Source: an optimization exercise on an open RTL-to-GDS flow (aim: small area and a short achievable clock period). Production flows keep margins and buffers that such runs may drop.
In this exercise RTL edits were held to simulation tests only and were not proved equivalent to the original.
Power figures rest on the tool's default switching activity, not on a simulated workload.

===== design/flow/design.v =====
module committed_store_buffer #(
  parameter  int COMMIT_WIDTH = 4,
  parameter  int DEPTH        = 8,
  localparam int CNT_W        = $clog2(DEPTH) + 1
) (
  input  logic                         clk,
  input  logic                         rst,
  input  logic [COMMIT_WIDTH-1:0]      in_valid,
  input  logic [COMMIT_WIDTH*32-1:0]  in_addr,
  input  logic [COMMIT_WIDTH*32-1:0]  in_data,
  input  logic [COMMIT_WIDTH*4-1:0]   in_be,
  output logic [CNT_W-1:0]             free_slots,
  output logic                         empty,
  output logic                         overflow,
  output logic                         mem_req_valid,
  output logic [31:0]                  mem_req_addr,
  output logic [31:0]                  mem_req_data,
  output logic [3:0]                   mem_req_be,
  input  logic                         mem_req_ready,
  input  logic [31:0]                  ld_addr,
  output logic [3:0]                   fwd_mask,
  output logic [31:0]                  fwd_data
);
  logic [2:0] tail_q, head_q;
  logic [3:0] free_q;
  logic [7:0] live_q;
  logic       ovf_q;
  logic [7:0] tl1h, hd1h;
  for (genvar i = 0; i < 8; i++) begin : g_dec
    assign tl1h[i] = (tail_q == 3'(i));
    assign hd1h[i] = (head_q == 3'(i));
  end
  logic [3:0] v, p, f;
  assign v    = in_valid;
  assign p[0] = |v;
  assign p[1] = (v[0] & v[1]) | (v[0] & v[2]) | (v[0] & v[3]) |
                (v[1] & v[2]) | (v[1] & v[3]) | (v[2] & v[3]);
  assign p[2] = (v[0] & v[1] & v[2]) | (v[0] & v[1] & v[3]) |
                (v[0] & v[2] & v[3]) | (v[1] & v[2] & v[3]);
  assign p[3] = &v;
  assign f[0] = |free_q;
  assign f[1] = free_q[3] | free_q[2] | free_q[1];
  assign f[2] = free_q[3] | free_q[2] | (free_q[1] & free_q[0]);
  assign f[3] = free_q[3] | free_q[2];
  logic       empty_w, accept, fire;
  logic [2:0] pc;
  assign empty_w = free_q[3];
  assign accept  = &(~p | f);
  assign fire    = !empty_w && mem_req_ready;
  assign pc      = {p[3], p[1] & ~p[3], (p[0] & ~p[1]) | (p[2] & ~p[3])};
  logic [7:0] we;
  for (genvar i = 0; i < 8; i++) begin : g_we
    assign we[i] = accept & ((tl1h[i]           & p[0]) |
                             (tl1h[(i + 7) % 8] & p[1]) |
                             (tl1h[(i + 6) % 8] & p[2]) |
                             (tl1h[(i + 5) % 8] & p[3]));
  end
  always_ff @(posedge clk) begin
    if (rst) begin
      tail_q <= 3'd0;
      head_q <= 3'd0;
      free_q <= 4'd8;
      live_q <= 8'd0;
      ovf_q  <= 1'b0;
    end else begin
      if (accept) tail_q <= tail_q + pc;
      if (fire)   head_q <= head_q + 3'd1;
      free_q <= free_q - (accept ? {1'b0, pc} : 4'd0) + {3'd0, fire};
      live_q <= (live_q & ~({8{fire}} & hd1h)) | we;
      if (!accept) ovf_q <= 1'b1;
    end
  end
  logic [3:0] t4, o1, o2, o3;
  assign t4 = tl1h[3:0] | tl1h[7:4];
  assign o1 = {2'b0, v[0], ~v[0]};
  assign o2 = {1'b0, v[0] & v[1], v[0] ^ v[1], ~v[0] & ~v[1]};
  assign o3 = {v[0] & v[1] & v[2],
               (v[0] & v[1] & ~v[2]) | (v[0] & ~v[1] & v[2]) | (~v[0] & v[1] & v[2]),
               (v[0] & ~v[1] & ~v[2]) | (~v[0] & v[1] & ~v[2]) | (~v[0] & ~v[1] & v[2]),
               ~v[0] & ~v[1] & ~v[2]};
  logic [67:0] wp [4];
  for (genvar j = 0; j < 4; j++) begin : g_wp
    logic [3:0] tr;
    logic       s0, s1, s2, s3;
    assign tr = {t4[(j + 1) % 4], t4[(j + 2) % 4], t4[(j + 3) % 4], t4[j]};
    assign s0 = v[0] & tr[0];
    assign s1 = v[1] & |(o1 & tr);
    assign s2 = v[2] & |(o2 & tr);
    assign s3 = v[3] & |(o3 & tr);
    for (genvar k = 0; k < 68; k++) begin : g_bit
      logic [3:0] x;
      assign x[0] = k < 32 ? in_addr[k]      : k < 64 ? in_data[k - 32]      : in_be[k - 64];
      assign x[1] = k < 32 ? in_addr[32 + k] : k < 64 ? in_data[32 + k - 32] : in_be[4 + k - 64];
      assign x[2] = k < 32 ? in_addr[64 + k] : k < 64 ? in_data[64 + k - 32] : in_be[8 + k - 64];
      assign x[3] = k < 32 ? in_addr[96 + k] : k < 64 ? in_data[96 + k - 32] : in_be[12 + k - 64];
      csb_ao4 u_ao (.s({s3, s2, s1, s0}), .x(x), .y(wp[j][k]));
    end
  end
  logic [67:0] ent [8];
  for (genvar i = 0; i < 8; i++) begin : g_ent
    logic [67:0] ent_d;
    for (genvar k = 0; k < 68; k++) begin : g_hold
      csb_hold u_h (.q(ent[i][k]), .d(wp[i % 4][k]), .we(we[i]), .wen(!we[i]), .y(ent_d[k]));
    end
    always_ff @(posedge clk)
      ent[i] <= ent_d;
  end
  logic [67:0] hd;
  logic [7:0]  hs;
  assign hs = hd1h & live_q;
  for (genvar k = 0; k < 68; k++) begin : g_hbit
    csb_ao8 u_ao (.s(hs), .x({ent[7][k], ent[6][k], ent[5][k], ent[4][k],
                              ent[3][k], ent[2][k], ent[1][k], ent[0][k]}), .y(hd[k]));
  end
  assign mem_req_addr  = hd[31:0];
  assign mem_req_data  = hd[63:32];
  assign mem_req_be    = hd[67:64];
  assign free_slots    = free_q;
  assign empty         = empty_w;
  assign overflow      = ovf_q;
  assign mem_req_valid = !empty_w;
  logic [7:0] nea, neb;
  for (genvar i = 0; i < 8; i++) begin : g_match
    csb_ne15 u_nea (.a(ent[i][16:2]),  .b(ld_addr[16:2]),  .ne(nea[i]));
    csb_ne15 u_neb (.a(ent[i][31:17]), .b(ld_addr[31:17]), .ne(neb[i]));
  end
  logic [7:0] yng [8];
  for (genvar i = 0; i < 8; i++) begin : g_yng
    for (genvar j = 0; j < 8; j++) begin : g_j
      if (j == i) begin : g_self
        assign yng[i][j] = 1'b0;
      end else begin : g_other
        localparam int D = (j - i + 8) % 8;
        logic [7:0] rng;
        for (genvar e = 0; e < 8; e++) begin : g_e
          assign rng[e] = (e >= 1 && e <= D) ? tl1h[(i + e) % 8] : 1'b0;
        end
        assign yng[i][j] = ~|rng;
      end
    end
  end
  for (genvar b = 0; b < 4; b++) begin : g_byte
    logic [7:0] kb, sel, eq;
    for (genvar i = 0; i < 8; i++) begin : g_k
      assign kb[i] = live_q[i] & ent[i][64 + b];
      csb_nor2 u_eq (.a(nea[i]), .b(neb[i]), .y(eq[i]));
    end
    for (genvar i = 0; i < 8; i++) begin : g_sel
      logic [6:0] eo, ko, yo;
      for (genvar e = 1; e < 8; e++) begin : g_o
        assign eo[e-1] = eq[(i + e) % 8];
        assign ko[e-1] = kb[(i + e) % 8];
        assign yo[e-1] = yng[i][(i + e) % 8];
      end
      csb_sel u_sel (.eqi(eq[i]), .ki(kb[i]), .eo(eo), .ko(ko), .yo(yo), .sel(sel[i]));
    end
    csb_or8 u_mask (.s(eq), .x(kb), .y(fwd_mask[b]));
    for (genvar k = 0; k < 8; k++) begin : g_dbit
      csb_ao8 u_ao (.s(sel), .x({ent[7][32 + 8*b + k], ent[6][32 + 8*b + k],
                                 ent[5][32 + 8*b + k], ent[4][32 + 8*b + k],
                                 ent[3][32 + 8*b + k], ent[2][32 + 8*b + k],
                                 ent[1][32 + 8*b + k], ent[0][32 + 8*b + k]}),
                    .y(fwd_data[8*b + k]));
    end
  end
  logic unused_ld_lo;
  assign unused_ld_lo = ^ld_addr[1:0];
endmodule
module csb_hold (
  input  logic q,
  input  logic d,
  input  logic we,
  input  logic wen,
  output logic y
);
  assign y = (q & wen) | (d & we);
endmodule
module csb_ao4 (
  input  logic [3:0] s,
  input  logic [3:0] x,
  output logic       y
);
  assign y = |(s & x);
endmodule
module csb_ao8 (
  input  logic [7:0] s,
  input  logic [7:0] x,
  output logic       y
);
  assign y = |(s & x);
endmodule
module csb_or8 (
  input  logic [7:0] s,
  input  logic [7:0] x,
  output logic       y
);
  assign y = |(s & x);
endmodule
module csb_ne15 (
  input  logic [14:0] a,
  input  logic [14:0] b,
  output logic        ne
);
  assign ne = (a != b);
endmodule
module csb_nor2 (
  input  logic a,
  input  logic b,
  output logic y
);
  assign y = !(a | b);
endmodule
module csb_sel (
  input  logic       eqi,
  input  logic       ki,
  input  logic [6:0] eo,
  input  logic [6:0] ko,
  input  logic [6:0] yo,
  output logic       sel
);
  assign sel = eqi & ki & ~|(eo & ko & yo);
endmodule

===== design/flow/flow/run.sh =====
#!/bin/bash
# The standard layout (standard.sh: unchanged synthesis, steps and
# scripts), run in two parts:
#  - port buffers that global placement inserts are sky130_fd_sc_hd__buf_1
#    instead of the default pick; every port still gets its own buffer;
#  - timing repair aims for 4 ns of setup slack up to and including CTS,
#    and for 0 ns (plain repair of violations) after global routing.
set -euo pipefail
export BUFFER_PORTS_ARGS="-buffer_cell sky130_fd_sc_hd__buf_1"
SETUP_SLACK_MARGIN=4 bash standard.sh cts > standard_to_cts.log 2>&1
SETUP_SLACK_MARGIN=0 bash standard.sh > standard_finish.log 2>&1

===== design/flow/standard.sh =====
#!/bin/bash
# synth_recipe.tcl (not shown) runs the flow's synth.tcl, then flattens the netlist and writes it again
# the make line also repeats each setting of config.mk as NAME=value (left out here)
make -C /OpenROAD-flow-scripts/flow DESIGN_CONFIG=/design/flow/config.mk WORK_HOME=/design/flow/orfs CLKGATE_MAP_FILE= SYNTH_SCRIPT=/design/flow/synth_recipe.tcl "${@:-finish}"

===== design/flow/config.mk =====
export PLATFORM = sky130hd
export DESIGN_NAME = committed_store_buffer
export DESIGN_NICKNAME = committed_store_buffer
export VERILOG_FILES = /design/flow/design.v
export SDC_FILE = /design/flow/constraint.sdc
export NUM_CORES = 8
export LEC_CHECK = 0
export CAP_MARGIN = 20
export CORE_MARGIN = 2
export CORE_UTILIZATION = 40
export CTS_CLUSTER_DIAMETER = 100
export CTS_CLUSTER_SIZE = 20
export SLEW_MARGIN = 20
export SYNTH_HIERARCHICAL = 1

===== design/flow/constraint.sdc =====
create_clock -name core_clock -period 10.0 [get_ports {clk}]
set_input_delay 2.0000 -clock core_clock [delete_from_list [all_inputs] [get_ports {clk}]]
set_output_delay 2.0000 -clock core_clock [all_outputs]
set_load 0.01 [all_outputs]

==> out/qor.yml, run 1 <==
run_status:
  status: "timing/DRC/antenna clean"
final_layout:
  fillerInstances: 7662
  drive_gt1_frac: 0.1233
  nNetsFinal: 4381
  syn_to_final_growth_pct: 23.10
clocking:
  cts_sinks: 563
  clk_pin_slew_worst_paths_ps: 90
  clk_latency_ps: 590
  cts_buffer_depth: 3
  root_buffer: "clkbuf_16"
  numCtsBuffers: 35
  cts_tree: "yes"
  cts_max_level: 2
grt:
  antenna_found_initial: 44
  grt.total_usage: 0.3861
  grt_pass1_vias: 34580
  grt_start_max_net_pins: 69
  grt_pass1_wl_mm: 234.5
  overflow: 0
yosys:
  synth-xor-area-share: 0.06926
  synth_enable_flop_cells: 0
  synth_area_um2: 31360
  avgSynthCellArea_um2: 9.091
  synth_flop_cell: "dfxtp_1"
  synth.net_count: 3780
  synthArstFlopShare: 0
  yosysSeqAreaShare: 0.3594
  synthesis.instances: 3450
  ys_warn_count: 12
  synth_top_family_by_area: "compound AO/OA/AOI/OAI gates"
  synthSimpleGateAreaFrac: 0.1402
  synth_cell_types: 60
  ys_ff_latch: 563
  synth_compound_area_frac: 0.4116
  synth_fa_ha_area_frac: 0.008059
  synth_mux_area_frac: 0.0006782
sta:
  setup_viol: 0
  rsz0062_at_grt: "no"
  tightest_slew_ps: 1190
  finalCriticalPeriod_ps: 6576
  maxSlewViolCount: 0
  fmax_ghz: 0.1521
  clock_skew_ps: 28.17
  fin_setup_tns_ps: 0
  relSlewSlack: 0.2068
  hold_viol_final: 0
  post-route-period-util: 0.6576
detailed_routing:
  via_per_inst: 7.155
  ant_nets: 0
  wl_per_cell_um: 32.26
  drt_iter0_markers: 5704
  routed_wl_mm: 165.3
  vias: 36660
  drc: 0
  drtPass1Iterations: 9
critical_path:
  cp-start-kind: "input port"
  path_max_fanout: 8
  critPathTopFamily: "simple AND/OR/NAND/NOR gates"
  path_cells: "buf_12 -> xor2_1 -> nor4_2 -> nand4_1 -> buf_6 -> nor2_4 -> buf_4 -> nand3_1 -> nand3_2 -> nor2_4 -> buf_12 -> a22oi_2 -> nand4_1 -> buf_2"
  slowest_stage: "nor4_2"
  crit_required_ps: 8000
  critPathKind: "input port to output port"
  slowest_delay_ps: 450
  arrival_ps: 4580
  endpoint_kind: "output port"
  critPathBufInv: 5
placement:
  place_congestion: 1.056
  io_buffers: 419
  hpwlAfterDp_mm: 100.2
floorplanning:
  ioPinCount: 422
  die_height_um: 284.0
  start_util: 0.4042
  die-area_um2: 80660
  fp-row-count: 102
  die_w_um: 284.0
  core_area_um2: 77590
pwr:
  ir_drop_mv: 0.2516
  p_leak_nw: 14.77
  power_density_nw_per_um2: 302.8
  power_w: 0.01169
hold_path:
  hold_path.class: "flop to flop"
job:
  drv_cap: 0
worst min-delay path: stages, from the launching register on:
cell     delay, ps
dfxtp_1        340
nor2_1          50
nor2_1          70
layout by cell type (no fill, tap or decap), drive strengths merged, types with 3 or more instances in the layout:
cell,n
nor4,49
o21ai,13
nand2,295
diode,28
a31oi,65
dfxtp,563
nand4,152
buf,587
o211a,4
a22oi,961
o31ai,4
ha,17
and2,37
a211oi,6
nor2,117
nor3,26
clkinv,10
o22ai,5
a22o,544
xnor2,5
inv,49
nand3,133
a21oi,20
nand2b,4
and3,71
xor2,243
a2111oi,3
clkbuf,38
nor2b,5
where the power goes:
| part | switching (W) | internal [W] | leakage, nW | total (W) |
|---|---|---|---|---|
| Sequential | 0.000882 | 0.00323 | 4.67 | 0.00412 |
| Combinational | 0.00402 | 0.00205 | 9.62 | 0.00607 |
| Clock | 0.000834 | 0.000672 | 0.480 | 0.00151 |
modules after synthesis (local to each module, per instance), a selection:
module,cells inside,copies in the design
committed_store_buffer,898,1
csb_sel,10,32
csb_nor2,1,32
csb_or8,5,4
csb_hold,1,544
csb_ao4,3,272
csb_ao8,5,100
cell type report:
cell class,count,area [um2],share of cell area
antenna,28,70.07,0.001815
timing repair buffer,587,3390,0.08780
clock inverter,4,46.29,0.001199
inverter,56,231.5,0.005996
clock buffer,38,929.6,0.02408
sequential,563,11270,0.2919
tap,1040,1301,0.03371
multi-input combinational,2808,21370,0.5535
what timing repair did:
| item | CTS | global route |
|---|---|---|
| hold buffers | 0 | 0 |
| endpoints found under the setup margin | 72 | 0 |
| buffers inserted | 90 | 0 |
| resized for setup | 386 | 0 |
worst paths after layout:
kind,cells past startpoint,start,end,slack [ps]
max,14,ld_addr[14],fwd_data[2],3420
min,2,ovf_q$_SDFFE_PP0N_,ovf_q$_SDFFE_PP0N_,480
max reg2reg,9,tail_q[1]$_SDFFE_PP0P_,ent[3][9]$_DFF_P_,5540
min reg2reg,2,ovf_q$_SDFFE_PP0N_,ovf_q$_SDFFE_PP0N_,480
through the flow:
stage / std cells / setup slack [ps] / hold slack [ps] / utilization / instance area (um2)
after global placement: 4958 / 2009 / 448.9 / 0.4503 / 34940
final: 5124 / 3424 / 480.7 / 0.4975 / 38610
after CTS: 5092 / 3564 / 488.4 / 0.4954 / 38440
after floorplan: 3450 / 3922 / 449.8 / - / 31480
after detailed placement: 4958 / 2006 / 466.5 / 0.4503 / 34940
after global routing: 5118 / 3312 / 502.1 / 0.4973 / 38590
kinds of logic (layout without fill, tap and decap cells):
kind of cell,count (synthesis),after routing
simple gates,894,895
compound gates,1644,1644
fa+ha+maj,19,19
xor+xnor,248,248
flops,563,563
buf+inv,80,685
mux,2,2
other cells,0,28
synthesized netlist by cell type, types with 2 or more instances:
cell / n / share of area
a22o_1: 544 / 0.15
o21a_1: 2 / 0.00048
nor2b_1: 5 / 0.0010
xor2_1: 243 / 0.068
a22oi_1: 961 / 0.23
o21ai_0: 13 / 0.0021
buf_6: 2 / 0.00072
a21boi_0: 2 / 0.00048
nor3_1: 26 / 0.0041
o31ai_1: 3 / 0.00072
a32o_1: 2 / 0.00064
dfxtp_1: 563 / 0.36
buf_4: 2 / 0.00048
nor4_1: 49 / 0.0098
o211a_1: 3 / 0.00096
nand2_1: 293 / 0.035
buf_2: 14 / 0.0022
and2_1: 37 / 0.0074
a31oi_1: 65 / 0.013
a21oi_1: 19 / 0.0030
ha_1: 17 / 0.0068
o22ai_1: 5 / 0.0010
nand3_1: 132 / 0.021
and3_1: 71 / 0.014
o21bai_1: 2 / 0.00048
nor2_1: 115 / 0.014
nand2b_1: 4 / 0.00080
nand4_1: 152 / 0.030
a211oi_1: 5 / 0.0012
a2111oi_0: 3 / 0.00084
fa_1: 2 / 0.0013
a211o_1: 2 / 0.00056
xnor2_1: 5 / 0.0014
inv_1: 56 / 0.0067
nand2_2: 2 / 0.00040
clkbuf_1: 5 / 0.00060
flip-flops by register name, indices dropped and copies added, names as in the netlist:
name,count
free_q,4
head_q,3
live_q,8
ovf_q,1
tail_q,3
ent,544
per-layer routing:
layer | track usage | wire [um]
met3 | 0.1173 | 22280
met2 | 0.5687 | 70100
met4 | 0.1897 | 8048
met1 | 0.5102 | 64520
met5 | 0.01012 | 341
==> run 2: changes to the inputs <==
==> design/flow/flow/run.sh (replaced) <==
#!/bin/bash
# The standard layout (standard.sh, unchanged synthesis and steps), with
# the port buffers that global placement inserts made sky130_fd_sc_hd__buf_1
# instead of the default pick. Every port still gets its own buffer.
set -euo pipefail
export BUFFER_PORTS_ARGS="-buffer_cell sky130_fd_sc_hd__buf_1"
bash standard.sh > standard_make.log 2>&1
--- a/design/flow/config.mk
+++ b/design/flow/config.mk
@@ -11,4 +11,5 @@
 export CTS_CLUSTER_DIAMETER = 100
 export CTS_CLUSTER_SIZE = 20
+export SETUP_SLACK_MARGIN = 4
 export SLEW_MARGIN = 20
 export SYNTH_HIERARCHICAL = 1
==> run 2 against run 1 <==
  * Via count rose by 0.58%
  * Still clean
  * Clock-buffer cell count did not move
  * Clock power barely moved
  * Clock skew fell by 9.7 ps
  * Power rose by 0.92%
  * Combinational power rose by 1%
  * Fmax rose by 0.71%
  * Critical path type unchanged
==> out/qor.yml, run 2 <==
run_status:
  status: "timing/DRC/antenna clean"
yosys:
  synthArstFlopShare: 0  # unchanged
  synth_area_leaders: "dfxtp_1 36%, a22oi_1 23%, a22o_1 15%, xor2_1 6.8%, nand2_1 3.5%"
  synth_cell_types: 60  # unchanged
  avgSynthCellArea_um2: 9.091  # unchanged
  synth_commonest_cells: "961 x a22oi_1, 563 x dfxtp_1, 544 x a22o_1"
  synth_flop_cell: "dfxtp_1"
  yosys.cell_count.top_type: "a22oi_1"
  synth_area_um2: 31360  # unchanged
  synth_enable_flop_cells: 0  # unchanged
  ys_ff_latch: 563  # unchanged
  synthesis.instances: 3450  # unchanged
  yosysSeqAreaShare: 0.3594  # unchanged
  synth_top_area_frac: 0.3594  # unchanged
  synth.net_count: 3780  # unchanged
  ys_warn_count: 12  # unchanged
  synth.largest_area_cell: "dfxtp_1"
final_layout:
  largest_reg_flops: 544  # unchanged
  largestRegisters: "ent: 544 flops, live_q: 8 flops, free_q: 4 flops"
  regMostFlops: "ent"
  drive_gt1_frac: 0.1558  # +0.03253
  syn_to_final_growth_pct: 26.55
  fin_cells: 5153  # +0.57%
  post-route-util: 0.5115  # +0.01398
  nNetsFinal: 4407  # +0.59%
  layout_common_cells: "875 x a22oi_1, 563 x dfxtp_1, 544 x a22o_1"
  final_common_cell: "a22oi_1"
critical_path:
  critPathBufInv: 4  # -1
  crit_required_ps: 8000  # about the same
  endpoint_kind: "output port"
  path_max_fanout: 8  # unchanged
  critPathTopFamily: "simple AND/OR/NAND/NOR gates"
  critPathKind: "input port to output port"
  path_cells: "buf_16 -> xor2_1 -> nor4_2 -> nand4_1 -> buf_4 -> nor2_4 -> buf_4 -> a31oi_1 -> nand3_1 -> nor2_4 -> a22oi_2 -> nand4_1 -> buf_2"
  slowest_delay_ps: 370  # -80 ps
  arrival_ps: 4530  # -50 ps
  cp-start-kind: "input port"
  slowest_stage: "nor4_2"
clocking:
  cts_sinks: 563  # unchanged
  cts_max_level: 2  # unchanged
  clk_pin_slew_worst_paths_ps: 90  # about the same
  cts_buffer_depth: 3  # unchanged
  numCtsBuffers: 35  # unchanged
  root_buffer: "clkbuf_16"
  clk_latency_ps: 580  # about the same
  cts_tree: "yes"
sta:
  tightest_slew_ps: 1226  # +35.78 ps
  rsz0062_at_grt: "yes"
  clock_skew_ps: 18.48  # -9.689 ps
  setup_slack_ps: 3470  # +46.21 ps
  hold_viol_final: 0  # unchanged
  fin_setup_tns_ps: 0  # unchanged
  fmax_ghz: 0.1531  # +0.71%
  setup_viol: 0  # unchanged
  finalCriticalPeriod_ps: 6530  # -46.21 ps
  post-route-period-util: 0.6530  # -0.004621
  maxSlewViolCount: 0  # unchanged
  relSlewSlack: 0.1829  # -0.02385
grt:
  antenna_found_initial: 42  # -4.5%
  grt_pass1_vias: 34580  # unchanged
  grt.total_usage: 0.3861  # unchanged
  grt_start_max_net_pins: 69  # unchanged
  overflow: 0  # unchanged
  grt_pass1_wl_mm: 234.5  # unchanged
detailed_routing:
  drc: 0  # unchanged
  wl_per_cell_um: 32.30  # +0.12%
  routed_wl_mm: 166.4  # +0.69%
  via_per_inst: 7.156  # about the same
  drtPass1Iterations: 7  # -2
  vias: 36880  # +0.58%
  ant_nets: 0  # unchanged
  drt_iter0_markers: 6049  # +6.0%
hold_path:
  hold_path.class: "flop to flop"
floorplanning:
  die-area_um2: 80660  # unchanged
  core_area_um2: 77590  # unchanged
  start_util: 0.4042  # unchanged
  die_w_um: 284.0  # unchanged
  die_height_um: 284.0  # unchanged
  fp-row-count: 102  # unchanged
  ioPinCount: 422  # unchanged
pwr:
  power_w: 0.01180  # +0.92%
  p_leak_nw: 15.09  # +2.2%
  ir_drop_mv: 0.2480  # -1.4%
  power_density_nw_per_um2: 297.2  # -1.8%
placement:
  dp_slack_ps: 2006  # unchanged
  placed_cells: 4958  # unchanged
  io_buffers: 419  # unchanged
  place_congestion: 1.056  # unchanged
  hpwlAfterDp_mm: 100.2  # unchanged
job:
  drv_cap: 0  # unchanged
## run 2: cell counts after synthesis
No cell type changed its count.
## run 2: cells by family (layout without fill, tap and decap cells)
logic type,Yosys count,after routing,synth area share
other,0,31,0
AO/OA/AOI/OAI,1644,1644,0.4116
XOR/XNOR,248,248,0.06926
AND/OR/NAND/NOR,894,895,0.1402
adder cells (fa/ha/maj),19,19,0.008059
multiplexers,2,2,0.0006782
flip-flops,563,563,0.3594
buffers and inverters,80,711,0.01085
## run 2: stage by stage
stage	hold slack (ps)	area [um2]
after floorplan	449.8	31480
after global placement	448.9	34940
after detailed placement	466.5	34940
after CTS	488.4	38440
after global routing	502.1	39670
final	480.8	39690
## run 2: tightest hold or removal path, delay by kind of cell (launching register included)
kind          cells  cell delay [ps]
simple gates      2              120
flops             1              340
## run 2: timing repair
item | CTS | global route
hold buffers | 0 | 0
cloned | 2 | 1
pin swaps | 151 | 141
setup endpoints to repair | 72 | 116
resized for setup | 386 | 172
buffers inserted | 90 | 25
endpoints found under the hold margin | 0 | 0
## run 2: path summary, 6_finish.rpt
kind              cells past startpoint  slack [ps]              startpoint            endpoint
setup / recovery                     13        3470             ld_addr[18]         fwd_data[2]
hold / removal                        2         480      ovf_q$_SDFFE_PP0N_  ovf_q$_SDFFE_PP0N_
setup reg to reg                      8        5900  tail_q[1]$_SDFFE_PP0P_  ent[7][36]$_DFF_P_
hold reg to reg                       2         480      ovf_q$_SDFFE_PP0N_  ovf_q$_SDFFE_PP0N_
## run 2: Yosys stat by module (local to each module, per instance)
module / cells / times used
committed_store_buffer: 898 / 1
csb_ao4: 3 / 272
csb_ne15: 20 / 16
csb_or8: 5 / 4
csb_sel: 10 / 32
csb_hold: 1 / 544
csb_nor2: 1 / 32
csb_ao8: 5 / 100
## run 2: area by class of cell
| class | count | area, um2 |
|---|---|---|
| diodes | 31 | 77.57 |
| clock buffers | 38 | 929.6 |
| multi-input cells | 2808 | 22030 |
| fillers | 7539 | 37900 |
| inverters | 56 | 234.0 |
| flip-flops and latches | 563 | 11270 |
| clock inverters | 4 | 46.29 |
| repair buffers | 613 | 3804 |
| well taps | 1040 | 1301 |
## run 2: power by group
group | switching [W] | total, W | internal [W]
clock network | 0.000835 | 0.00151 | 0.000673
registers | 0.000923 | 0.00416 | 0.00323
logic | 0.00406 | 0.00613 | 0.00207
total | 0.00582 | 0.0118 | 0.00598
## run 2: metal layers
metal | GRT usage | vias up | wire [um]
met1 | 0.5102 | 17730 | 64110
met4 | 0.1897 | 32 | 8386
met2 | 0.5687 | 2965 | 71120
met5 | 0.01012 | - | 271
met3 | 0.1173 | 633 | 22540
li1 | - | 15510 | -

[port drivers added, routing unchanged]
Ports are ideal in the flow. The routed layouts listed here were re-timed in OpenROAD.
Step 1 (the two cells are an assumption about what drives the block):
set clk [get_ports {clk}]
set_driving_cell -lib_cell sky130_fd_sc_hd__clkbuf_16 $clk
set_driving_cell -lib_cell sky130_fd_sc_hd__buf_2 [delete_from_list [all_inputs] $clk]
Step 2 also shifts input and output timing later by t, the mid clock arrival at the registers, as if the neighbouring blocks saw the same clock.
Slacks: ideal ports / drivers / drivers and shift; pairs: ideal ports / drivers.
run	shift t [ns]	slack for setup (ns)	worst slew at a driven data input, ns	cell pins on the clock port's net
run 1	0.647	3.424 / 3.356 / 3.214	0.14	1
run 2	0.649	3.470 / 3.408 / 3.408	0.14	1
After both steps setup and hold are still met in every run listed. The setup slack of run 1, which loses most, moves by -0.068 ns with the drivers and by -0.210 ns with both steps.
